This is an optimization exercise on Yosys and OpenROAD, whose aim is small area and a short achievable clock period, not a production implementation.
Function was checked by simulation only, so behaviour that the tests miss may differ from the original.
Power and IR drop assume default switching activity.

[design/flow/flow/run.sh]
#!/bin/bash
# The standard layout (standard synthesis included), with the smallest buffer as the port
# buffer instead of the delay cell buffer_ports picks on its own; repair still resizes it.
set -euo pipefail
bash standard.sh "BUFFER_PORTS_ARGS=-buffer_cell sky130_fd_sc_hd__buf_1" finish > make_finish.log 2>&1
[design/flow/standard.sh]
#!/bin/bash
# synth_recipe.tcl (not shown) runs the flow's synth.tcl, then flattens the netlist and writes it again
# the make line also repeats each setting of config.mk as NAME=value (left out here)
make -C /OpenROAD-flow-scripts/flow DESIGN_CONFIG=/design/flow/config.mk WORK_HOME=/design/flow/orfs CLKGATE_MAP_FILE= SYNTH_SCRIPT=/design/flow/synth_recipe.tcl "${@:-finish}"
[design/flow/config.mk]
export PLATFORM = sky130hd
export DESIGN_NAME = rv_core
export DESIGN_NICKNAME = rv_core
export VERILOG_FILES = /design/flow/design.v
export SDC_FILE = /design/flow/constraint.sdc
export NUM_CORES = 4
export LEC_CHECK = 0
export CAP_MARGIN = 20
export CORE_MARGIN = 2
export CORE_UTILIZATION = 50
export CTS_CLUSTER_DIAMETER = 100
export CTS_CLUSTER_SIZE = 24
export PLACE_DENSITY = 0.7
export SETUP_SLACK_MARGIN = 5
export SLEW_MARGIN = 20
export SYNTH_HIERARCHICAL = 1
export TNS_END_PERCENT = 0
[design/flow/constraint.sdc]
create_clock -name core_clock -period 12.0 [get_ports {clk}]
set_input_delay 2.4000 -clock core_clock [delete_from_list [all_inputs] [get_ports {clk}]]
set_output_delay 2.4000 -clock core_clock [all_outputs]
set_load 0.01 [all_outputs]
[design/flow/design.v]
`default_nettype none
module rv_addr_add (
    input  wire [31:0] a,
    input  wire [31:0] b,
    output wire [31:0] s
);
    wire p0_0;
    wire g0_0;
    wire p0_1;
    wire g0_1;
    wire p0_2;
    wire g0_2;
    wire p0_3;
    wire g0_3;
    wire p0_4;
    wire g0_4;
    wire p0_5;
    wire g0_5;
    wire p0_6;
    wire g0_6;
    wire p0_7;
    wire g0_7;
    wire p0_8;
    wire g0_8;
    wire p0_9;
    wire g0_9;
    wire p0_10;
    wire g0_10;
    wire p0_11;
    wire g0_11;
    wire p0_12;
    wire g0_12;
    wire p0_13;
    wire g0_13;
    wire p0_14;
    wire g0_14;
    wire p0_15;
    wire g0_15;
    wire p0_16;
    wire g0_16;
    wire p0_17;
    wire g0_17;
    wire p0_18;
    wire g0_18;
    wire p0_19;
    wire g0_19;
    wire p0_20;
    wire g0_20;
    wire p0_21;
    wire g0_21;
    wire p0_22;
    wire g0_22;
    wire p0_23;
    wire g0_23;
    wire p0_24;
    wire g0_24;
    wire p0_25;
    wire g0_25;
    wire p0_26;
    wire g0_26;
    wire p0_27;
    wire g0_27;
    wire p0_28;
    wire g0_28;
    wire p0_29;
    wire g0_29;
    wire p0_30;
    wire g0_30;
    wire p0_31;
    wire g0_31;
    wire g1_1;
    wire g1_2;
    wire pp1_2;
    wire g1_3;
    wire pp1_3;
    wire g1_4;
    wire pp1_4;
    wire g1_5;
    wire pp1_5;
    wire g1_6;
    wire pp1_6;
    wire g1_7;
    wire pp1_7;
    wire g1_8;
    wire pp1_8;
    wire g1_9;
    wire pp1_9;
    wire g1_10;
    wire pp1_10;
    wire g1_11;
    wire pp1_11;
    wire g1_12;
    wire pp1_12;
    wire g1_13;
    wire pp1_13;
    wire g1_14;
    wire pp1_14;
    wire g1_15;
    wire pp1_15;
    wire g1_16;
    wire pp1_16;
    wire g1_17;
    wire pp1_17;
    wire g1_18;
    wire pp1_18;
    wire g1_19;
    wire pp1_19;
    wire g1_20;
    wire pp1_20;
    wire g1_21;
    wire pp1_21;
    wire g1_22;
    wire pp1_22;
    wire g1_23;
    wire pp1_23;
    wire g1_24;
    wire pp1_24;
    wire g1_25;
    wire pp1_25;
    wire g1_26;
    wire pp1_26;
    wire g1_27;
    wire pp1_27;
    wire g1_28;
    wire pp1_28;
    wire g1_29;
    wire pp1_29;
    wire g1_30;
    wire pp1_30;
    wire g0_0_i;
    wire g2_2;
    wire g2_3;
    wire g2_4;
    wire pp2_4;
    wire g2_5;
    wire pp2_5;
    wire g2_6;
    wire pp2_6;
    wire g2_7;
    wire pp2_7;
    wire g2_8;
    wire pp2_8;
    wire g2_9;
    wire pp2_9;
    wire g2_10;
    wire pp2_10;
    wire g2_11;
    wire pp2_11;
    wire g2_12;
    wire pp2_12;
    wire g2_13;
    wire pp2_13;
    wire g2_14;
    wire pp2_14;
    wire g2_15;
    wire pp2_15;
    wire g2_16;
    wire pp2_16;
    wire g2_17;
    wire pp2_17;
    wire g2_18;
    wire pp2_18;
    wire g2_19;
    wire pp2_19;
    wire g2_20;
    wire pp2_20;
    wire g2_21;
    wire pp2_21;
    wire g2_22;
    wire pp2_22;
    wire g2_23;
    wire pp2_23;
    wire g2_24;
    wire pp2_24;
    wire g2_25;
    wire pp2_25;
    wire g2_26;
    wire pp2_26;
    wire g2_27;
    wire pp2_27;
    wire g2_28;
    wire pp2_28;
    wire g2_29;
    wire pp2_29;
    wire g2_30;
    wire pp2_30;
    wire g3_4;
    wire g1_1_i;
    wire g3_5;
    wire g3_6;
    wire g3_7;
    wire g3_8;
    wire pp3_8;
    wire g3_9;
    wire pp3_9;
    wire g3_10;
    wire pp3_10;
    wire g3_11;
    wire pp3_11;
    wire g3_12;
    wire pp3_12;
    wire g3_13;
    wire pp3_13;
    wire g3_14;
    wire pp3_14;
    wire g3_15;
    wire pp3_15;
    wire g3_16;
    wire pp3_16;
    wire g3_17;
    wire pp3_17;
    wire g3_18;
    wire pp3_18;
    wire g3_19;
    wire pp3_19;
    wire g3_20;
    wire pp3_20;
    wire g3_21;
    wire pp3_21;
    wire g3_22;
    wire pp3_22;
    wire g3_23;
    wire pp3_23;
    wire g3_24;
    wire pp3_24;
    wire g3_25;
    wire pp3_25;
    wire g3_26;
    wire pp3_26;
    wire g3_27;
    wire pp3_27;
    wire g3_28;
    wire pp3_28;
    wire g3_29;
    wire pp3_29;
    wire g3_30;
    wire pp3_30;
    wire g4_8;
    wire g4_9;
    wire g2_2_i;
    wire g4_10;
    wire g2_3_i;
    wire g4_11;
    wire g4_12;
    wire g4_13;
    wire g4_14;
    wire g4_15;
    wire g4_16;
    wire pp4_16;
    wire g4_17;
    wire pp4_17;
    wire g4_18;
    wire pp4_18;
    wire g4_19;
    wire pp4_19;
    wire g4_20;
    wire pp4_20;
    wire g4_21;
    wire pp4_21;
    wire g4_22;
    wire pp4_22;
    wire g4_23;
    wire pp4_23;
    wire g4_24;
    wire pp4_24;
    wire g4_25;
    wire pp4_25;
    wire g4_26;
    wire pp4_26;
    wire g4_27;
    wire pp4_27;
    wire g4_28;
    wire pp4_28;
    wire g4_29;
    wire pp4_29;
    wire g4_30;
    wire pp4_30;
    wire g5_16;
    wire g5_17;
    wire g5_18;
    wire g5_19;
    wire g3_4_i;
    wire g5_20;
    wire g3_5_i;
    wire g5_21;
    wire g3_6_i;
    wire g5_22;
    wire g3_7_i;
    wire g5_23;
    wire g5_24;
    wire g5_25;
    wire g5_26;
    wire g5_27;
    wire g5_28;
    wire g5_29;
    wire g5_30;
    rv_c_xnor2 u1 (.a(a[0]), .b(b[0]), .y(p0_0));
    rv_c_nand2 u2 (.a(a[0]), .b(b[0]), .y(g0_0));
    rv_c_xnor2 u3 (.a(a[1]), .b(b[1]), .y(p0_1));
    rv_c_nand2 u4 (.a(a[1]), .b(b[1]), .y(g0_1));
    rv_c_xnor2 u5 (.a(a[2]), .b(b[2]), .y(p0_2));
    rv_c_nand2 u6 (.a(a[2]), .b(b[2]), .y(g0_2));
    rv_c_xnor2 u7 (.a(a[3]), .b(b[3]), .y(p0_3));
    rv_c_nand2 u8 (.a(a[3]), .b(b[3]), .y(g0_3));
    rv_c_xnor2 u9 (.a(a[4]), .b(b[4]), .y(p0_4));
    rv_c_nand2 u10 (.a(a[4]), .b(b[4]), .y(g0_4));
    rv_c_xnor2 u11 (.a(a[5]), .b(b[5]), .y(p0_5));
    rv_c_nand2 u12 (.a(a[5]), .b(b[5]), .y(g0_5));
    rv_c_xnor2 u13 (.a(a[6]), .b(b[6]), .y(p0_6));
    rv_c_nand2 u14 (.a(a[6]), .b(b[6]), .y(g0_6));
    rv_c_xnor2 u15 (.a(a[7]), .b(b[7]), .y(p0_7));
    rv_c_nand2 u16 (.a(a[7]), .b(b[7]), .y(g0_7));
    rv_c_xnor2 u17 (.a(a[8]), .b(b[8]), .y(p0_8));
    rv_c_nand2 u18 (.a(a[8]), .b(b[8]), .y(g0_8));
    rv_c_xnor2 u19 (.a(a[9]), .b(b[9]), .y(p0_9));
    rv_c_nand2 u20 (.a(a[9]), .b(b[9]), .y(g0_9));
    rv_c_xnor2 u21 (.a(a[10]), .b(b[10]), .y(p0_10));
    rv_c_nand2 u22 (.a(a[10]), .b(b[10]), .y(g0_10));
    rv_c_xnor2 u23 (.a(a[11]), .b(b[11]), .y(p0_11));
    rv_c_nand2 u24 (.a(a[11]), .b(b[11]), .y(g0_11));
    rv_c_xnor2 u25 (.a(a[12]), .b(b[12]), .y(p0_12));
    rv_c_nand2 u26 (.a(a[12]), .b(b[12]), .y(g0_12));
    rv_c_xnor2 u27 (.a(a[13]), .b(b[13]), .y(p0_13));
    rv_c_nand2 u28 (.a(a[13]), .b(b[13]), .y(g0_13));
    rv_c_xnor2 u29 (.a(a[14]), .b(b[14]), .y(p0_14));
    rv_c_nand2 u30 (.a(a[14]), .b(b[14]), .y(g0_14));
    rv_c_xnor2 u31 (.a(a[15]), .b(b[15]), .y(p0_15));
    rv_c_nand2 u32 (.a(a[15]), .b(b[15]), .y(g0_15));
    rv_c_xnor2 u33 (.a(a[16]), .b(b[16]), .y(p0_16));
    rv_c_nand2 u34 (.a(a[16]), .b(b[16]), .y(g0_16));
    rv_c_xnor2 u35 (.a(a[17]), .b(b[17]), .y(p0_17));
    rv_c_nand2 u36 (.a(a[17]), .b(b[17]), .y(g0_17));
    rv_c_xnor2 u37 (.a(a[18]), .b(b[18]), .y(p0_18));
    rv_c_nand2 u38 (.a(a[18]), .b(b[18]), .y(g0_18));
    rv_c_xnor2 u39 (.a(a[19]), .b(b[19]), .y(p0_19));
    rv_c_nand2 u40 (.a(a[19]), .b(b[19]), .y(g0_19));
    rv_c_xnor2 u41 (.a(a[20]), .b(b[20]), .y(p0_20));
    rv_c_nand2 u42 (.a(a[20]), .b(b[20]), .y(g0_20));
    rv_c_xnor2 u43 (.a(a[21]), .b(b[21]), .y(p0_21));
    rv_c_nand2 u44 (.a(a[21]), .b(b[21]), .y(g0_21));
    rv_c_xnor2 u45 (.a(a[22]), .b(b[22]), .y(p0_22));
    rv_c_nand2 u46 (.a(a[22]), .b(b[22]), .y(g0_22));
    rv_c_xnor2 u47 (.a(a[23]), .b(b[23]), .y(p0_23));
    rv_c_nand2 u48 (.a(a[23]), .b(b[23]), .y(g0_23));
    rv_c_xnor2 u49 (.a(a[24]), .b(b[24]), .y(p0_24));
    rv_c_nand2 u50 (.a(a[24]), .b(b[24]), .y(g0_24));
    rv_c_xnor2 u51 (.a(a[25]), .b(b[25]), .y(p0_25));
    rv_c_nand2 u52 (.a(a[25]), .b(b[25]), .y(g0_25));
    rv_c_xnor2 u53 (.a(a[26]), .b(b[26]), .y(p0_26));
    rv_c_nand2 u54 (.a(a[26]), .b(b[26]), .y(g0_26));
    rv_c_xnor2 u55 (.a(a[27]), .b(b[27]), .y(p0_27));
    rv_c_nand2 u56 (.a(a[27]), .b(b[27]), .y(g0_27));
    rv_c_xnor2 u57 (.a(a[28]), .b(b[28]), .y(p0_28));
    rv_c_nand2 u58 (.a(a[28]), .b(b[28]), .y(g0_28));
    rv_c_xnor2 u59 (.a(a[29]), .b(b[29]), .y(p0_29));
    rv_c_nand2 u60 (.a(a[29]), .b(b[29]), .y(g0_29));
    rv_c_xnor2 u61 (.a(a[30]), .b(b[30]), .y(p0_30));
    rv_c_nand2 u62 (.a(a[30]), .b(b[30]), .y(g0_30));
    rv_c_xnor2 u63 (.a(a[31]), .b(b[31]), .y(p0_31));
    rv_c_nand2 u64 (.a(a[31]), .b(b[31]), .y(g0_31));
    rv_c_o21ai u65 (.a1(p0_1), .a2(g0_0), .b1(g0_1), .y(g1_1));
    rv_c_o21ai u66 (.a1(p0_2), .a2(g0_1), .b1(g0_2), .y(g1_2));
    rv_c_nor2 u67 (.a(p0_2), .b(p0_1), .y(pp1_2));
    rv_c_o21ai u68 (.a1(p0_3), .a2(g0_2), .b1(g0_3), .y(g1_3));
    rv_c_nor2 u69 (.a(p0_3), .b(p0_2), .y(pp1_3));
    rv_c_o21ai u70 (.a1(p0_4), .a2(g0_3), .b1(g0_4), .y(g1_4));
    rv_c_nor2 u71 (.a(p0_4), .b(p0_3), .y(pp1_4));
    rv_c_o21ai u72 (.a1(p0_5), .a2(g0_4), .b1(g0_5), .y(g1_5));
    rv_c_nor2 u73 (.a(p0_5), .b(p0_4), .y(pp1_5));
    rv_c_o21ai u74 (.a1(p0_6), .a2(g0_5), .b1(g0_6), .y(g1_6));
    rv_c_nor2 u75 (.a(p0_6), .b(p0_5), .y(pp1_6));
    rv_c_o21ai u76 (.a1(p0_7), .a2(g0_6), .b1(g0_7), .y(g1_7));
    rv_c_nor2 u77 (.a(p0_7), .b(p0_6), .y(pp1_7));
    rv_c_o21ai u78 (.a1(p0_8), .a2(g0_7), .b1(g0_8), .y(g1_8));
    rv_c_nor2 u79 (.a(p0_8), .b(p0_7), .y(pp1_8));
    rv_c_o21ai u80 (.a1(p0_9), .a2(g0_8), .b1(g0_9), .y(g1_9));
    rv_c_nor2 u81 (.a(p0_9), .b(p0_8), .y(pp1_9));
    rv_c_o21ai u82 (.a1(p0_10), .a2(g0_9), .b1(g0_10), .y(g1_10));
    rv_c_nor2 u83 (.a(p0_10), .b(p0_9), .y(pp1_10));
    rv_c_o21ai u84 (.a1(p0_11), .a2(g0_10), .b1(g0_11), .y(g1_11));
    rv_c_nor2 u85 (.a(p0_11), .b(p0_10), .y(pp1_11));
    rv_c_o21ai u86 (.a1(p0_12), .a2(g0_11), .b1(g0_12), .y(g1_12));
    rv_c_nor2 u87 (.a(p0_12), .b(p0_11), .y(pp1_12));
    rv_c_o21ai u88 (.a1(p0_13), .a2(g0_12), .b1(g0_13), .y(g1_13));
    rv_c_nor2 u89 (.a(p0_13), .b(p0_12), .y(pp1_13));
    rv_c_o21ai u90 (.a1(p0_14), .a2(g0_13), .b1(g0_14), .y(g1_14));
    rv_c_nor2 u91 (.a(p0_14), .b(p0_13), .y(pp1_14));
    rv_c_o21ai u92 (.a1(p0_15), .a2(g0_14), .b1(g0_15), .y(g1_15));
    rv_c_nor2 u93 (.a(p0_15), .b(p0_14), .y(pp1_15));
    rv_c_o21ai u94 (.a1(p0_16), .a2(g0_15), .b1(g0_16), .y(g1_16));
    rv_c_nor2 u95 (.a(p0_16), .b(p0_15), .y(pp1_16));
    rv_c_o21ai u96 (.a1(p0_17), .a2(g0_16), .b1(g0_17), .y(g1_17));
    rv_c_nor2 u97 (.a(p0_17), .b(p0_16), .y(pp1_17));
    rv_c_o21ai u98 (.a1(p0_18), .a2(g0_17), .b1(g0_18), .y(g1_18));
    rv_c_nor2 u99 (.a(p0_18), .b(p0_17), .y(pp1_18));
    rv_c_o21ai u100 (.a1(p0_19), .a2(g0_18), .b1(g0_19), .y(g1_19));
    rv_c_nor2 u101 (.a(p0_19), .b(p0_18), .y(pp1_19));
    rv_c_o21ai u102 (.a1(p0_20), .a2(g0_19), .b1(g0_20), .y(g1_20));
    rv_c_nor2 u103 (.a(p0_20), .b(p0_19), .y(pp1_20));
    rv_c_o21ai u104 (.a1(p0_21), .a2(g0_20), .b1(g0_21), .y(g1_21));
    rv_c_nor2 u105 (.a(p0_21), .b(p0_20), .y(pp1_21));
    rv_c_o21ai u106 (.a1(p0_22), .a2(g0_21), .b1(g0_22), .y(g1_22));
    rv_c_nor2 u107 (.a(p0_22), .b(p0_21), .y(pp1_22));
    rv_c_o21ai u108 (.a1(p0_23), .a2(g0_22), .b1(g0_23), .y(g1_23));
    rv_c_nor2 u109 (.a(p0_23), .b(p0_22), .y(pp1_23));
    rv_c_o21ai u110 (.a1(p0_24), .a2(g0_23), .b1(g0_24), .y(g1_24));
    rv_c_nor2 u111 (.a(p0_24), .b(p0_23), .y(pp1_24));
    rv_c_o21ai u112 (.a1(p0_25), .a2(g0_24), .b1(g0_25), .y(g1_25));
    rv_c_nor2 u113 (.a(p0_25), .b(p0_24), .y(pp1_25));
    rv_c_o21ai u114 (.a1(p0_26), .a2(g0_25), .b1(g0_26), .y(g1_26));
    rv_c_nor2 u115 (.a(p0_26), .b(p0_25), .y(pp1_26));
    rv_c_o21ai u116 (.a1(p0_27), .a2(g0_26), .b1(g0_27), .y(g1_27));
    rv_c_nor2 u117 (.a(p0_27), .b(p0_26), .y(pp1_27));
    rv_c_o21ai u118 (.a1(p0_28), .a2(g0_27), .b1(g0_28), .y(g1_28));
    rv_c_nor2 u119 (.a(p0_28), .b(p0_27), .y(pp1_28));
    rv_c_o21ai u120 (.a1(p0_29), .a2(g0_28), .b1(g0_29), .y(g1_29));
    rv_c_nor2 u121 (.a(p0_29), .b(p0_28), .y(pp1_29));
    rv_c_o21ai u122 (.a1(p0_30), .a2(g0_29), .b1(g0_30), .y(g1_30));
    rv_c_nor2 u123 (.a(p0_30), .b(p0_29), .y(pp1_30));
    rv_c_inv u124 (.a(g0_0), .y(g0_0_i));
    rv_c_a21oi u125 (.a1(pp1_2), .a2(g0_0_i), .b1(g1_2), .y(g2_2));
    rv_c_a21oi u126 (.a1(pp1_3), .a2(g1_1), .b1(g1_3), .y(g2_3));
    rv_c_a21oi u127 (.a1(pp1_4), .a2(g1_2), .b1(g1_4), .y(g2_4));
    rv_c_nand2 u128 (.a(pp1_4), .b(pp1_2), .y(pp2_4));
    rv_c_a21oi u129 (.a1(pp1_5), .a2(g1_3), .b1(g1_5), .y(g2_5));
    rv_c_nand2 u130 (.a(pp1_5), .b(pp1_3), .y(pp2_5));
    rv_c_a21oi u131 (.a1(pp1_6), .a2(g1_4), .b1(g1_6), .y(g2_6));
    rv_c_nand2 u132 (.a(pp1_6), .b(pp1_4), .y(pp2_6));
    rv_c_a21oi u133 (.a1(pp1_7), .a2(g1_5), .b1(g1_7), .y(g2_7));
    rv_c_nand2 u134 (.a(pp1_7), .b(pp1_5), .y(pp2_7));
    rv_c_a21oi u135 (.a1(pp1_8), .a2(g1_6), .b1(g1_8), .y(g2_8));
    rv_c_nand2 u136 (.a(pp1_8), .b(pp1_6), .y(pp2_8));
    rv_c_a21oi u137 (.a1(pp1_9), .a2(g1_7), .b1(g1_9), .y(g2_9));
    rv_c_nand2 u138 (.a(pp1_9), .b(pp1_7), .y(pp2_9));
    rv_c_a21oi u139 (.a1(pp1_10), .a2(g1_8), .b1(g1_10), .y(g2_10));
    rv_c_nand2 u140 (.a(pp1_10), .b(pp1_8), .y(pp2_10));
    rv_c_a21oi u141 (.a1(pp1_11), .a2(g1_9), .b1(g1_11), .y(g2_11));
    rv_c_nand2 u142 (.a(pp1_11), .b(pp1_9), .y(pp2_11));
    rv_c_a21oi u143 (.a1(pp1_12), .a2(g1_10), .b1(g1_12), .y(g2_12));
    rv_c_nand2 u144 (.a(pp1_12), .b(pp1_10), .y(pp2_12));
    rv_c_a21oi u145 (.a1(pp1_13), .a2(g1_11), .b1(g1_13), .y(g2_13));
    rv_c_nand2 u146 (.a(pp1_13), .b(pp1_11), .y(pp2_13));
    rv_c_a21oi u147 (.a1(pp1_14), .a2(g1_12), .b1(g1_14), .y(g2_14));
    rv_c_nand2 u148 (.a(pp1_14), .b(pp1_12), .y(pp2_14));
    rv_c_a21oi u149 (.a1(pp1_15), .a2(g1_13), .b1(g1_15), .y(g2_15));
    rv_c_nand2 u150 (.a(pp1_15), .b(pp1_13), .y(pp2_15));
    rv_c_a21oi u151 (.a1(pp1_16), .a2(g1_14), .b1(g1_16), .y(g2_16));
    rv_c_nand2 u152 (.a(pp1_16), .b(pp1_14), .y(pp2_16));
    rv_c_a21oi u153 (.a1(pp1_17), .a2(g1_15), .b1(g1_17), .y(g2_17));
    rv_c_nand2 u154 (.a(pp1_17), .b(pp1_15), .y(pp2_17));
    rv_c_a21oi u155 (.a1(pp1_18), .a2(g1_16), .b1(g1_18), .y(g2_18));
    rv_c_nand2 u156 (.a(pp1_18), .b(pp1_16), .y(pp2_18));
    rv_c_a21oi u157 (.a1(pp1_19), .a2(g1_17), .b1(g1_19), .y(g2_19));
    rv_c_nand2 u158 (.a(pp1_19), .b(pp1_17), .y(pp2_19));
    rv_c_a21oi u159 (.a1(pp1_20), .a2(g1_18), .b1(g1_20), .y(g2_20));
    rv_c_nand2 u160 (.a(pp1_20), .b(pp1_18), .y(pp2_20));
    rv_c_a21oi u161 (.a1(pp1_21), .a2(g1_19), .b1(g1_21), .y(g2_21));
    rv_c_nand2 u162 (.a(pp1_21), .b(pp1_19), .y(pp2_21));
    rv_c_a21oi u163 (.a1(pp1_22), .a2(g1_20), .b1(g1_22), .y(g2_22));
    rv_c_nand2 u164 (.a(pp1_22), .b(pp1_20), .y(pp2_22));
    rv_c_a21oi u165 (.a1(pp1_23), .a2(g1_21), .b1(g1_23), .y(g2_23));
    rv_c_nand2 u166 (.a(pp1_23), .b(pp1_21), .y(pp2_23));
    rv_c_a21oi u167 (.a1(pp1_24), .a2(g1_22), .b1(g1_24), .y(g2_24));
    rv_c_nand2 u168 (.a(pp1_24), .b(pp1_22), .y(pp2_24));
    rv_c_a21oi u169 (.a1(pp1_25), .a2(g1_23), .b1(g1_25), .y(g2_25));
    rv_c_nand2 u170 (.a(pp1_25), .b(pp1_23), .y(pp2_25));
    rv_c_a21oi u171 (.a1(pp1_26), .a2(g1_24), .b1(g1_26), .y(g2_26));
    rv_c_nand2 u172 (.a(pp1_26), .b(pp1_24), .y(pp2_26));
    rv_c_a21oi u173 (.a1(pp1_27), .a2(g1_25), .b1(g1_27), .y(g2_27));
    rv_c_nand2 u174 (.a(pp1_27), .b(pp1_25), .y(pp2_27));
    rv_c_a21oi u175 (.a1(pp1_28), .a2(g1_26), .b1(g1_28), .y(g2_28));
    rv_c_nand2 u176 (.a(pp1_28), .b(pp1_26), .y(pp2_28));
    rv_c_a21oi u177 (.a1(pp1_29), .a2(g1_27), .b1(g1_29), .y(g2_29));
    rv_c_nand2 u178 (.a(pp1_29), .b(pp1_27), .y(pp2_29));
    rv_c_a21oi u179 (.a1(pp1_30), .a2(g1_28), .b1(g1_30), .y(g2_30));
    rv_c_nand2 u180 (.a(pp1_30), .b(pp1_28), .y(pp2_30));
    rv_c_o21ai u181 (.a1(pp2_4), .a2(g0_0), .b1(g2_4), .y(g3_4));
    rv_c_inv u182 (.a(g1_1), .y(g1_1_i));
    rv_c_o21ai u183 (.a1(pp2_5), .a2(g1_1_i), .b1(g2_5), .y(g3_5));
    rv_c_o21ai u184 (.a1(pp2_6), .a2(g2_2), .b1(g2_6), .y(g3_6));
    rv_c_o21ai u185 (.a1(pp2_7), .a2(g2_3), .b1(g2_7), .y(g3_7));
    rv_c_o21ai u186 (.a1(pp2_8), .a2(g2_4), .b1(g2_8), .y(g3_8));
    rv_c_nor2 u187 (.a(pp2_8), .b(pp2_4), .y(pp3_8));
    rv_c_o21ai u188 (.a1(pp2_9), .a2(g2_5), .b1(g2_9), .y(g3_9));
    rv_c_nor2 u189 (.a(pp2_9), .b(pp2_5), .y(pp3_9));
    rv_c_o21ai u190 (.a1(pp2_10), .a2(g2_6), .b1(g2_10), .y(g3_10));
    rv_c_nor2 u191 (.a(pp2_10), .b(pp2_6), .y(pp3_10));
    rv_c_o21ai u192 (.a1(pp2_11), .a2(g2_7), .b1(g2_11), .y(g3_11));
    rv_c_nor2 u193 (.a(pp2_11), .b(pp2_7), .y(pp3_11));
    rv_c_o21ai u194 (.a1(pp2_12), .a2(g2_8), .b1(g2_12), .y(g3_12));
    rv_c_nor2 u195 (.a(pp2_12), .b(pp2_8), .y(pp3_12));
    rv_c_o21ai u196 (.a1(pp2_13), .a2(g2_9), .b1(g2_13), .y(g3_13));
    rv_c_nor2 u197 (.a(pp2_13), .b(pp2_9), .y(pp3_13));
    rv_c_o21ai u198 (.a1(pp2_14), .a2(g2_10), .b1(g2_14), .y(g3_14));
    rv_c_nor2 u199 (.a(pp2_14), .b(pp2_10), .y(pp3_14));
    rv_c_o21ai u200 (.a1(pp2_15), .a2(g2_11), .b1(g2_15), .y(g3_15));
    rv_c_nor2 u201 (.a(pp2_15), .b(pp2_11), .y(pp3_15));
    rv_c_o21ai u202 (.a1(pp2_16), .a2(g2_12), .b1(g2_16), .y(g3_16));
    rv_c_nor2 u203 (.a(pp2_16), .b(pp2_12), .y(pp3_16));
    rv_c_o21ai u204 (.a1(pp2_17), .a2(g2_13), .b1(g2_17), .y(g3_17));
    rv_c_nor2 u205 (.a(pp2_17), .b(pp2_13), .y(pp3_17));
    rv_c_o21ai u206 (.a1(pp2_18), .a2(g2_14), .b1(g2_18), .y(g3_18));
    rv_c_nor2 u207 (.a(pp2_18), .b(pp2_14), .y(pp3_18));
    rv_c_o21ai u208 (.a1(pp2_19), .a2(g2_15), .b1(g2_19), .y(g3_19));
    rv_c_nor2 u209 (.a(pp2_19), .b(pp2_15), .y(pp3_19));
    rv_c_o21ai u210 (.a1(pp2_20), .a2(g2_16), .b1(g2_20), .y(g3_20));
    rv_c_nor2 u211 (.a(pp2_20), .b(pp2_16), .y(pp3_20));
    rv_c_o21ai u212 (.a1(pp2_21), .a2(g2_17), .b1(g2_21), .y(g3_21));
    rv_c_nor2 u213 (.a(pp2_21), .b(pp2_17), .y(pp3_21));
    rv_c_o21ai u214 (.a1(pp2_22), .a2(g2_18), .b1(g2_22), .y(g3_22));
    rv_c_nor2 u215 (.a(pp2_22), .b(pp2_18), .y(pp3_22));
    rv_c_o21ai u216 (.a1(pp2_23), .a2(g2_19), .b1(g2_23), .y(g3_23));
    rv_c_nor2 u217 (.a(pp2_23), .b(pp2_19), .y(pp3_23));
    rv_c_o21ai u218 (.a1(pp2_24), .a2(g2_20), .b1(g2_24), .y(g3_24));
    rv_c_nor2 u219 (.a(pp2_24), .b(pp2_20), .y(pp3_24));
    rv_c_o21ai u220 (.a1(pp2_25), .a2(g2_21), .b1(g2_25), .y(g3_25));
    rv_c_nor2 u221 (.a(pp2_25), .b(pp2_21), .y(pp3_25));
    rv_c_o21ai u222 (.a1(pp2_26), .a2(g2_22), .b1(g2_26), .y(g3_26));
    rv_c_nor2 u223 (.a(pp2_26), .b(pp2_22), .y(pp3_26));
    rv_c_o21ai u224 (.a1(pp2_27), .a2(g2_23), .b1(g2_27), .y(g3_27));
    rv_c_nor2 u225 (.a(pp2_27), .b(pp2_23), .y(pp3_27));
    rv_c_o21ai u226 (.a1(pp2_28), .a2(g2_24), .b1(g2_28), .y(g3_28));
    rv_c_nor2 u227 (.a(pp2_28), .b(pp2_24), .y(pp3_28));
    rv_c_o21ai u228 (.a1(pp2_29), .a2(g2_25), .b1(g2_29), .y(g3_29));
    rv_c_nor2 u229 (.a(pp2_29), .b(pp2_25), .y(pp3_29));
    rv_c_o21ai u230 (.a1(pp2_30), .a2(g2_26), .b1(g2_30), .y(g3_30));
    rv_c_nor2 u231 (.a(pp2_30), .b(pp2_26), .y(pp3_30));
    rv_c_a21oi u232 (.a1(pp3_8), .a2(g0_0_i), .b1(g3_8), .y(g4_8));
    rv_c_a21oi u233 (.a1(pp3_9), .a2(g1_1), .b1(g3_9), .y(g4_9));
    rv_c_inv u234 (.a(g2_2), .y(g2_2_i));
    rv_c_a21oi u235 (.a1(pp3_10), .a2(g2_2_i), .b1(g3_10), .y(g4_10));
    rv_c_inv u236 (.a(g2_3), .y(g2_3_i));
    rv_c_a21oi u237 (.a1(pp3_11), .a2(g2_3_i), .b1(g3_11), .y(g4_11));
    rv_c_a21oi u238 (.a1(pp3_12), .a2(g3_4), .b1(g3_12), .y(g4_12));
    rv_c_a21oi u239 (.a1(pp3_13), .a2(g3_5), .b1(g3_13), .y(g4_13));
    rv_c_a21oi u240 (.a1(pp3_14), .a2(g3_6), .b1(g3_14), .y(g4_14));
    rv_c_a21oi u241 (.a1(pp3_15), .a2(g3_7), .b1(g3_15), .y(g4_15));
    rv_c_a21oi u242 (.a1(pp3_16), .a2(g3_8), .b1(g3_16), .y(g4_16));
    rv_c_nand2 u243 (.a(pp3_16), .b(pp3_8), .y(pp4_16));
    rv_c_a21oi u244 (.a1(pp3_17), .a2(g3_9), .b1(g3_17), .y(g4_17));
    rv_c_nand2 u245 (.a(pp3_17), .b(pp3_9), .y(pp4_17));
    rv_c_a21oi u246 (.a1(pp3_18), .a2(g3_10), .b1(g3_18), .y(g4_18));
    rv_c_nand2 u247 (.a(pp3_18), .b(pp3_10), .y(pp4_18));
    rv_c_a21oi u248 (.a1(pp3_19), .a2(g3_11), .b1(g3_19), .y(g4_19));
    rv_c_nand2 u249 (.a(pp3_19), .b(pp3_11), .y(pp4_19));
    rv_c_a21oi u250 (.a1(pp3_20), .a2(g3_12), .b1(g3_20), .y(g4_20));
    rv_c_nand2 u251 (.a(pp3_20), .b(pp3_12), .y(pp4_20));
    rv_c_a21oi u252 (.a1(pp3_21), .a2(g3_13), .b1(g3_21), .y(g4_21));
    rv_c_nand2 u253 (.a(pp3_21), .b(pp3_13), .y(pp4_21));
    rv_c_a21oi u254 (.a1(pp3_22), .a2(g3_14), .b1(g3_22), .y(g4_22));
    rv_c_nand2 u255 (.a(pp3_22), .b(pp3_14), .y(pp4_22));
    rv_c_a21oi u256 (.a1(pp3_23), .a2(g3_15), .b1(g3_23), .y(g4_23));
    rv_c_nand2 u257 (.a(pp3_23), .b(pp3_15), .y(pp4_23));
    rv_c_a21oi u258 (.a1(pp3_24), .a2(g3_16), .b1(g3_24), .y(g4_24));
    rv_c_nand2 u259 (.a(pp3_24), .b(pp3_16), .y(pp4_24));
    rv_c_a21oi u260 (.a1(pp3_25), .a2(g3_17), .b1(g3_25), .y(g4_25));
    rv_c_nand2 u261 (.a(pp3_25), .b(pp3_17), .y(pp4_25));
    rv_c_a21oi u262 (.a1(pp3_26), .a2(g3_18), .b1(g3_26), .y(g4_26));
    rv_c_nand2 u263 (.a(pp3_26), .b(pp3_18), .y(pp4_26));
    rv_c_a21oi u264 (.a1(pp3_27), .a2(g3_19), .b1(g3_27), .y(g4_27));
    rv_c_nand2 u265 (.a(pp3_27), .b(pp3_19), .y(pp4_27));
    rv_c_a21oi u266 (.a1(pp3_28), .a2(g3_20), .b1(g3_28), .y(g4_28));
    rv_c_nand2 u267 (.a(pp3_28), .b(pp3_20), .y(pp4_28));
    rv_c_a21oi u268 (.a1(pp3_29), .a2(g3_21), .b1(g3_29), .y(g4_29));
    rv_c_nand2 u269 (.a(pp3_29), .b(pp3_21), .y(pp4_29));
    rv_c_a21oi u270 (.a1(pp3_30), .a2(g3_22), .b1(g3_30), .y(g4_30));
    rv_c_nand2 u271 (.a(pp3_30), .b(pp3_22), .y(pp4_30));
    rv_c_o21ai u272 (.a1(pp4_16), .a2(g0_0), .b1(g4_16), .y(g5_16));
    rv_c_o21ai u273 (.a1(pp4_17), .a2(g1_1_i), .b1(g4_17), .y(g5_17));
    rv_c_o21ai u274 (.a1(pp4_18), .a2(g2_2), .b1(g4_18), .y(g5_18));
    rv_c_o21ai u275 (.a1(pp4_19), .a2(g2_3), .b1(g4_19), .y(g5_19));
    rv_c_inv u276 (.a(g3_4), .y(g3_4_i));
    rv_c_o21ai u277 (.a1(pp4_20), .a2(g3_4_i), .b1(g4_20), .y(g5_20));
    rv_c_inv u278 (.a(g3_5), .y(g3_5_i));
    rv_c_o21ai u279 (.a1(pp4_21), .a2(g3_5_i), .b1(g4_21), .y(g5_21));
    rv_c_inv u280 (.a(g3_6), .y(g3_6_i));
    rv_c_o21ai u281 (.a1(pp4_22), .a2(g3_6_i), .b1(g4_22), .y(g5_22));
    rv_c_inv u282 (.a(g3_7), .y(g3_7_i));
    rv_c_o21ai u283 (.a1(pp4_23), .a2(g3_7_i), .b1(g4_23), .y(g5_23));
    rv_c_o21ai u284 (.a1(pp4_24), .a2(g4_8), .b1(g4_24), .y(g5_24));
    rv_c_o21ai u285 (.a1(pp4_25), .a2(g4_9), .b1(g4_25), .y(g5_25));
    rv_c_o21ai u286 (.a1(pp4_26), .a2(g4_10), .b1(g4_26), .y(g5_26));
    rv_c_o21ai u287 (.a1(pp4_27), .a2(g4_11), .b1(g4_27), .y(g5_27));
    rv_c_o21ai u288 (.a1(pp4_28), .a2(g4_12), .b1(g4_28), .y(g5_28));
    rv_c_o21ai u289 (.a1(pp4_29), .a2(g4_13), .b1(g4_29), .y(g5_29));
    rv_c_o21ai u290 (.a1(pp4_30), .a2(g4_14), .b1(g4_30), .y(g5_30));
    rv_c_inv u291 (.a(p0_0), .y(s[0]));
    rv_c_xor2 u292 (.a(p0_1), .b(g0_0), .y(s[1]));
    rv_c_xnor2 u293 (.a(p0_2), .b(g1_1), .y(s[2]));
    rv_c_xor2 u294 (.a(p0_3), .b(g2_2), .y(s[3]));
    rv_c_xor2 u295 (.a(p0_4), .b(g2_3), .y(s[4]));
    rv_c_xnor2 u296 (.a(p0_5), .b(g3_4), .y(s[5]));
    rv_c_xnor2 u297 (.a(p0_6), .b(g3_5), .y(s[6]));
    rv_c_xnor2 u298 (.a(p0_7), .b(g3_6), .y(s[7]));
    rv_c_xnor2 u299 (.a(p0_8), .b(g3_7), .y(s[8]));
    rv_c_xor2 u300 (.a(p0_9), .b(g4_8), .y(s[9]));
    rv_c_xor2 u301 (.a(p0_10), .b(g4_9), .y(s[10]));
    rv_c_xor2 u302 (.a(p0_11), .b(g4_10), .y(s[11]));
    rv_c_xor2 u303 (.a(p0_12), .b(g4_11), .y(s[12]));
    rv_c_xor2 u304 (.a(p0_13), .b(g4_12), .y(s[13]));
    rv_c_xor2 u305 (.a(p0_14), .b(g4_13), .y(s[14]));
    rv_c_xor2 u306 (.a(p0_15), .b(g4_14), .y(s[15]));
    rv_c_xor2 u307 (.a(p0_16), .b(g4_15), .y(s[16]));
    rv_c_xnor2 u308 (.a(p0_17), .b(g5_16), .y(s[17]));
    rv_c_xnor2 u309 (.a(p0_18), .b(g5_17), .y(s[18]));
    rv_c_xnor2 u310 (.a(p0_19), .b(g5_18), .y(s[19]));
    rv_c_xnor2 u311 (.a(p0_20), .b(g5_19), .y(s[20]));
    rv_c_xnor2 u312 (.a(p0_21), .b(g5_20), .y(s[21]));
    rv_c_xnor2 u313 (.a(p0_22), .b(g5_21), .y(s[22]));
    rv_c_xnor2 u314 (.a(p0_23), .b(g5_22), .y(s[23]));
    rv_c_xnor2 u315 (.a(p0_24), .b(g5_23), .y(s[24]));
    rv_c_xnor2 u316 (.a(p0_25), .b(g5_24), .y(s[25]));
    rv_c_xnor2 u317 (.a(p0_26), .b(g5_25), .y(s[26]));
    rv_c_xnor2 u318 (.a(p0_27), .b(g5_26), .y(s[27]));
    rv_c_xnor2 u319 (.a(p0_28), .b(g5_27), .y(s[28]));
    rv_c_xnor2 u320 (.a(p0_29), .b(g5_28), .y(s[29]));
    rv_c_xnor2 u321 (.a(p0_30), .b(g5_29), .y(s[30]));
    rv_c_xnor2 u322 (.a(p0_31), .b(g5_30), .y(s[31]));
endmodule
module rv_c_inv (input wire a, output wire y);
    assign y = ~a;
endmodule
module rv_c_nand2 (input wire a, input wire b, output wire y);
    assign y = ~(a & b);
endmodule
module rv_c_nor2 (input wire a, input wire b, output wire y);
    assign y = ~(a | b);
endmodule
module rv_c_xor2 (input wire a, input wire b, output wire y);
    assign y = a ^ b;
endmodule
module rv_c_xnor2 (input wire a, input wire b, output wire y);
    assign y = ~(a ^ b);
endmodule
module rv_c_a21oi (input wire a1, input wire a2, input wire b1, output wire y);
    assign y = ~((a1 & a2) | b1);
endmodule
module rv_c_o21ai (input wire a1, input wire a2, input wire b1, output wire y);
    assign y = ~((a1 | a2) & b1);
endmodule
`default_nettype wire
`default_nettype none
module rv_rf_aoi3 (
    input  wire [2:0] d,
    input  wire [2:0] s,
    output wire       y_n
);
    assign y_n = ~|(d & s);
endmodule
module rv_c_nand3 (input wire a, input wire b, input wire c, output wire y);
    assign y = ~(a & b & c);
endmodule
module rv_rf_rdbit (
    input  wire [31:1] d,
    input  wire [31:1] sel,
    output wire        q
);
    wire [10:0] g_n;
    wire [3:0]  h;
    wire [1:0]  k_n;
    genvar g;
    generate
        for (g = 0; g < 10; g = g + 1) begin : g_grp
            rv_rf_aoi3 u_aoi (.d(d[3*g+3:3*g+1]), .s(sel[3*g+3:3*g+1]), .y_n(g_n[g]));
        end
    endgenerate
    rv_c_nand2 u_n31 (.a(d[31]), .b(sel[31]), .y(g_n[10]));
    rv_c_nand3 u_h0 (.a(g_n[0]), .b(g_n[1]), .c(g_n[2]), .y(h[0]));
    rv_c_nand3 u_h1 (.a(g_n[3]), .b(g_n[4]), .c(g_n[5]), .y(h[1]));
    rv_c_nand3 u_h2 (.a(g_n[6]), .b(g_n[7]), .c(g_n[8]), .y(h[2]));
    rv_c_nand2 u_h3 (.a(g_n[9]), .b(g_n[10]), .y(h[3]));
    rv_c_nor2  u_k0 (.a(h[0]), .b(h[1]), .y(k_n[0]));
    rv_c_nor2  u_k1 (.a(h[2]), .b(h[3]), .y(k_n[1]));
    rv_c_nand2 u_q  (.a(k_n[0]), .b(k_n[1]), .y(q));
endmodule
`default_nettype wire
`default_nettype none
module rv_add_bk #(parameter int W = 32) (
    input  wire [W-1:0] a,
    input  wire [W-1:0] b,
    input  wire         ci,
    output wire [W-1:0] s,
    output wire         co
);
    wire [W-1:0] p0 = a ^ b;
    wire [W-1:0] g0 = a & b;
    reg  [W-1:0] G, P;
    integer i, d;
    always @(*) begin
        G = g0;
        P = p0;
        G[0] = g0[0] | (p0[0] & ci);
        for (d = 1; d < W; d = d * 2)
            for (i = 2 * d - 1; i < W; i = i + 2 * d) begin
                G[i] = G[i] | (P[i] & G[i - d]);
                P[i] = P[i] & P[i - d];
            end
        for (d = W / 4; d >= 1; d = d / 2)
            for (i = 3 * d - 1; i < W; i = i + 2 * d) begin
                G[i] = G[i] | (P[i] & G[i - d]);
                P[i] = P[i] & P[i - d];
            end
    end
    assign s  = p0 ^ {G[W-2:0], ci};
    assign co = G[W-1];
endmodule
module rv_inc #(parameter int W = 30) (
    input  wire [W-1:0] a,
    output wire [W-1:0] s
);
    wire [W:0] c;
    assign c[0] = 1'b1;
    genvar i;
    generate
        for (i = 0; i < W; i = i + 1) begin : g_bit
            assign s[i]     = a[i] ^ c[i];
            assign c[i + 1] = a[i] & c[i];
        end
    endgenerate
endmodule
`default_nettype wire
`default_nettype none
module rv_core (
    input  wire        clk,
    input  wire        rst,
    input  wire        global_en,
    output wire [31:0] imem_raddr,
    input  wire [31:0] imem_rdata,
    input  wire [31:0] dmem_rdata,
    output wire        dmem_we,
    output wire [31:0] dmem_addr,
    output wire [31:0] dmem_wdata,
    output reg         commit,
    output wire [31:0] commit_pc,
    output wire [31:0] commit_inst,
    output wire        commit_halt,
    output wire        commit_reg_we,
    output wire [4:0]  commit_reg_wa,
    output wire [31:0] commit_reg_wd,
    output wire        commit_dmem_we,
    output wire [31:0] commit_dmem_wa,
    output wire [31:0] commit_dmem_wd
);
    wire [31:0] inst = imem_rdata;
    wire [6:0]  opc  = inst[6:0];
    wire [2:0]  f3   = inst[14:12];
    wire is_op    = (opc == 7'b0110011);
    wire is_opimm = (opc == 7'b0010011);
    wire is_lui   = (opc == 7'b0110111);
    wire is_auipc = (opc == 7'b0010111);
    wire is_br    = (opc == 7'b1100011);
    wire is_jal   = (opc == 7'b1101111);
    wire is_jalr  = (opc == 7'b1100111);
    wire is_lw    = (opc == 7'b0000011) && (f3 == 3'b010);
    wire is_sw    = (opc == 7'b0100011) && (f3 == 3'b010);
    wire rf_we_dec = is_op | is_opimm | is_lui | is_auipc | is_jal | is_jalr | is_lw;
    wire run = global_en & ~rst;
    wire [31:0] imm_i = {{20{inst[31]}}, inst[31:20]};
    wire [31:0] imm_s = {{20{inst[31]}}, inst[31:25], inst[11:7]};
    wire [31:0] imm_b = {{20{inst[31]}}, inst[7], inst[30:25], inst[11:8], 1'b0};
    wire [31:0] imm_u = {inst[31:12], 12'h000};
    wire [31:0] imm_j = {{12{inst[31]}}, inst[19:12], inst[20], inst[30:21], 1'b0};
    reg  [31:1] pc;
    wire [31:0] pc_w = {pc, 1'b0};  
    wire [31:0] rs1v, rs2v;
    wire [31:0] rf_wd;
    reg  [31:0] regs [1:31];
    wire [31:1] sel1, sel2, wsel;
    wire        rf_we = rf_we_dec & run;
    genvar r, c;
    generate
        for (r = 1; r < 32; r = r + 1) begin : g_row
            assign sel1[r] = (inst[19:15] == r);
            assign sel2[r] = (inst[24:20] == r);
            assign wsel[r] = rf_we & (inst[11:7] == r);
            always @(posedge clk) begin
                if (wsel[r]) regs[r] <= rf_wd;
            end
        end
        for (c = 0; c < 32; c = c + 1) begin : g_col
            wire [31:1] col;
            for (r = 1; r < 32; r = r + 1) begin : g_bit
                assign col[r] = regs[r][c];
            end
            rv_rf_rdbit u_rd1 (.d(col), .sel(sel1), .q(rs1v[c]));
            rv_rf_rdbit u_rd2 (.d(col), .sel(sel2), .q(rs2v[c]));
        end
    endgenerate
    wire        sel_s = ~opc[6] & opc[5] & ~opc[4];  
    wire [31:0] imm_a = sel_s ? imm_s : imm_i;
    wire [31:0] addr;
    rv_addr_add u_addr (.a(rs1v), .b(imm_a), .s(addr));
    wire [31:0] b    = is_opimm ? imm_i : rs2v;
    wire        sub  = (f3 != 3'b000) | (is_op & inst[30]);
    wire [31:0] sum;
    wire        sum_co;
    rv_add_bk #(.W(32)) u_alu_add (.a(rs1v), .b(b ^ {32{sub}}), .ci(sub), .s(sum), .co(sum_co));
    wire        ltu  = ~sum_co;
    wire        lt   = rs1v[31] ^ b[31] ^ ltu;
    wire [31:0] x_xor = rs1v ^ b;
    wire        eq   = (x_xor == 32'd0);
    wire        sh_l = ~f3[2];
    wire [31:0] rs1_rev;
    wire [31:0] sh_r;
    wire [31:0] sh_lo;
    genvar k;
    generate
        for (k = 0; k < 32; k = k + 1) begin : g_rev
            assign rs1_rev[k] = rs1v[31 - k];
            assign sh_lo[k]   = sh_r[31 - k];
        end
    endgenerate
    wire [31:0] sh_in   = sh_l ? rs1_rev : rs1v;
    wire        sh_fill = ~sh_l & inst[30] & rs1v[31];
    wire [63:0] sh_wide = {{32{sh_fill}}, sh_in} >> b[4:0];
    assign sh_r = sh_wide[31:0];
    reg [31:0] alu;
    always @(*) begin
        case (f3)
            3'b000:  alu = sum;
            3'b001:  alu = sh_lo;
            3'b010:  alu = {31'd0, lt};
            3'b011:  alu = {31'd0, ltu};
            3'b100:  alu = x_xor;
            3'b101:  alu = sh_r;
            3'b110:  alu = rs1v | b;
            default: alu = rs1v & b;
        endcase
    end
    wire [31:0] pc_imm = is_jal ? imm_j : (opc[6] ? imm_b : imm_u);
    wire [31:0] target;                           
    wire        target_co;
    rv_add_bk #(.W(32)) u_tgt_add (.a(pc_w), .b(pc_imm), .ci(1'b0), .s(target), .co(target_co));
    wire [29:0] pc4_hi;
    rv_inc #(.W(30)) u_pc4 (.a(pc_w[31:2]), .s(pc4_hi));
    wire [31:0] pc4    = {pc4_hi, pc_w[1:0]};
    reg br_cond;
    always @(*) begin
        case (f3)
            3'b000:  br_cond = eq;
            3'b001:  br_cond = ~eq;
            3'b100:  br_cond = lt;
            3'b101:  br_cond = ~lt;
            3'b110:  br_cond = ltu;
            3'b111:  br_cond = ~ltu;
            default: br_cond = 1'b0;
        endcase
    end
    wire take = (is_br & br_cond) | is_jal;
    wire [31:1] next_pc = is_jalr ? addr[31:1] : (take ? target[31:1] : pc4[31:1]);
    always @(posedge clk) begin
        if (rst) pc <= 31'h0020_0000;  
        else if (global_en) pc <= next_pc;
    end
    wire o6 = opc[6], o5 = opc[5], o4 = opc[4], o2 = opc[2];
    assign rf_wd = o6 ? pc4 :
                   o4 ? (o2 ? (o5 ? imm_u : target) : alu) :
                   o5 ? addr : dmem_rdata;
    assign imem_raddr = pc_w;
    assign dmem_addr  = addr;
    assign dmem_wdata = rs2v;
    assign dmem_we    = is_sw & run;
    reg [31:1] c_pc;
    reg [31:0] c_inst;
    reg [31:0] c_wd;    
    reg [31:0] c_sd;    
    always @(posedge clk) begin
        if (rst) commit <= 1'b0;
        else if (global_en) commit <= 1'b1;
    end
    always @(posedge clk) begin
        if (global_en) begin
            c_pc   <= pc;
            c_inst <= inst;
            c_wd   <= rf_wd;
            c_sd   <= rs2v;
        end
    end
    wire [6:0] c_opc = c_inst[6:0];
    wire       c_f3w = (c_inst[14:12] == 3'b010);
    assign commit_pc      = {c_pc, 1'b0};
    assign commit_inst    = c_inst;
    assign commit_halt    = (c_inst == 32'h0010_0073);
    assign commit_reg_we  = (c_opc == 7'b0110011) | (c_opc == 7'b0010011) | (c_opc == 7'b0110111) |
                            (c_opc == 7'b0010111) | (c_opc == 7'b1101111) | (c_opc == 7'b1100111) |
                            ((c_opc == 7'b0000011) & c_f3w);
    assign commit_reg_wa  = c_inst[11:7];
    assign commit_reg_wd  = c_wd;
    assign commit_dmem_we = (c_opc == 7'b0100011) & c_f3w;
    assign commit_dmem_wa = c_wd;
    assign commit_dmem_wd = c_sd;
endmodule
`default_nettype wire
==> impl_metrics.yaml <==
clock_tree:
  clock_latency_ns: 0.74
  cts_buffer_depth: 3
  cts_max_level: 2
  cts_root_buffer: "clkbuf_16"
  cts_tree: "done"
  clk_pin_slew_ns: 0.10
  cts_hold_buf: 0
  numCtsBuffers: 55
  clock-sinks: 1151
global_route:
  grt-busiest-layer: "met2"
  antenna_found_initial: 19
  grt_util_met3: 0.210
  met1_usage: 0.565
  first_global_vias: 47800
  track_usage: 0.457
  grt_pass1_wl_mm: 377
  grt_max_degree: 62
  overflow: 0
  met2_usage: 0.628
synthesis:
  netlist_instances: 4589
  yosysWarnings: 9
  synth_area_sq_mm: 0.0579
  syn_area_per_cell_sq_um: 12.6
layout:
  layout-drive-gt1-share: 0.212
  post-route-util: 0.603
  nNetsFinal: 5481
  synthToLayoutAreaGrowth_pct: 19.4
critical_path:
  crit_family: "simple AND/OR/NAND/NOR gates"
  crit_path_max_incr_delay_ns: 0.57
  crit_path_end_kind: "register"
  crit_path_frequent_cell: "o21ai_0"
  worst_path_max_delay_cell: "o21ba_4"
  worstPathArrival_ns: 9.07
  rr_startpoint: "pc[2]$_SDFFE_PP0P_"
  required_ns: 12.40
  critPathKind: "input port to register"
  critical_path_buf_inv_count: 5
  critPathLaunch: "imem_rdata[21]"
  r2r_cells: 33
  r2r_setup_slack_ns: 3.95
  regToRegEndpoint: "regs[1][30]$_DFFE_PP_"
  cp-start-kind: "input port"
  crit_path_max_fanout: 32
floorplan:
  pin_count: 333
  die_w_um: 344
  start_util: 0.505
  design.core.area_sq_mm: 0.115
  die_h_um: 344
  rows: 124
  die_area_sq_mm: 0.118
drt:
  vias_per_cell: 7.81
  dr.pass1.iters: 23
  drtIter0Drc: 13600
  antenna_left: 0
  route.detailed.wl_per_inst_um: 41.3
  drc_errors: 0
  num_vias: 52900
  routed_wl_mm: 280
sta:
  period_minus_slack_ns: 8.67
  worstMarginPinSlew_ns: 1.31
  hold_viol: 0
  report.final.setup_viol: 0
  rsz0062_at_grt: "yes"
  setup_tns_ns: 0
  finalClockSkew_ns: 0.0557
  slew_headroom: 0.125
  min_period_over_period: 0.723
  clock.fmax_ghz: 0.115
  holdWs_ns: 0.480
  final_max_slew_viol_count: 0
placement:
  place.gp.congestion: 1.13
  dpl.hpwl_mm: 187
  io_buffers: 330
power:
  leakage_nw: 24.1
  power_density_mw_per_mm2: 139
  ir_worst_vdd_uv: 123
  p_total_mw: 9.60
min_path:
  hold_depth: 2
  hp-start: "commit$_SDFFE_PP0P_"
  hold_class: "register to register"
  hold_path_end: "commit$_SDFFE_PP0P_"
run_status:
  outcome: "complete, no violations"
job:
  cap_violations: 0
[worst max-delay path by stage]
stage,end,slack (ns),cells after the start
after CTS,dmem_addr[19],3.73,22
after detailed placement,regs[16][29]$_DFFE_PP_,1.77,28
after floorplan,c_wd[28]$_DFFE_PP_,3.84,26
after global placement,regs[18][29]$_DFFE_PP_,1.82,28
final,c_wd[8]$_DFFE_PP_,3.33,26
after global routing,dmem_addr[31],3.47,19
[stage by stage]
step | worst slack, ns | instances | cell area (sq um)
detailed placement | 1.77 | 6505 | 63300
CTS | 3.73 | 6712 | 68100
global placement | 1.82 | 6498 | 63200
finish | 3.33 | 6779 | 69100
floorplan | 3.84 | 4593 | 58700
global route | 3.47 | 6760 | 69000
[power by group]
group | internal (mW) | switching, mW
combinational | 0.868 | 2.07
clock | 0.842 | 1.25
sequential | 4.54 | 0.0269
total | 6.25 | 3.35
[tightest hold or removal path: stages (launching register included)]
cell	delay (ns)
dfxtp_1	0.32
nor2_1	0.08
nor2_1	0.04
[layout make-up]
class                      instances  area, sq um
multi-input combinational       3130        25600
antenna                           25         62.6
tap                             1512         1890
timing repair buffer             748         5210
fill                            8996        45400
sequential                      1151        34200
clock buffer                      60         1400
clock inverter                     8          108
inverter                         145          569
[cells in the final DEF (no fill, tap or decap), types with 72 or more instances in the layout]
cell      count
a222oi_1    640
nand2_1     383
o21ai_0     105
buf_1       308
nand3_1     188
mux2i_1      95
nor2_4      103
edfxtp_1   1119
inv_1       137
a21oi_1     183
buf_4       336
nor2_1      219
ha_1        149
nor3_1       72
[per-layer routing]
metal	vias to the layer above	wire length, um
met4	22	27100
met3	1278	51900
met1	25500	89800
met5	-	519
li1	20500	-
met2	5729	110000
[registers in the layout (all words and copies together) (netlist names)]
name	cells
c_inst	32
c_wd	32
pc	31
commit	1
c_sd	32
c_pc	31
regs	992
[what timing repair did]
item	4_1_cts	5_1_grt
cloned	13	5
resized for setup	412	95
pin swaps	133	54
setup buffers	126	29
setup endpoints to repair	1120	1120

[port drivers added, routing unchanged]
The results above use ideal ports. As a check the final layout listed here was re-extracted and re-timed, cells and wires unchanged. Step 1 (the two cells are an assumption about what drives the block):
set clk [get_ports {clk}]
set_driving_cell -lib_cell sky130_fd_sc_hd__clkbuf_16 $clk
set_driving_cell -lib_cell sky130_fd_sc_hd__buf_2 [delete_from_list [all_inputs] $clk]
Step 2 also shifts input and output timing later by t, the mid clock arrival at the registers, as if the neighbouring blocks saw the same clock. Three values: ideal, step 1, step 2; two values: the first two.
shift t [ns]: 0.792
setup WS [ns]: 3.329 / 3.348 / 2.590
hold WS [ns]: 0.480 / 0.480 / 0.480
worst setup path at the end: input to register
After both steps setup and hold are still met in this run. For this run, drivers alone change the setup slack by +0.019 ns; drivers and shift together by -0.739 ns.
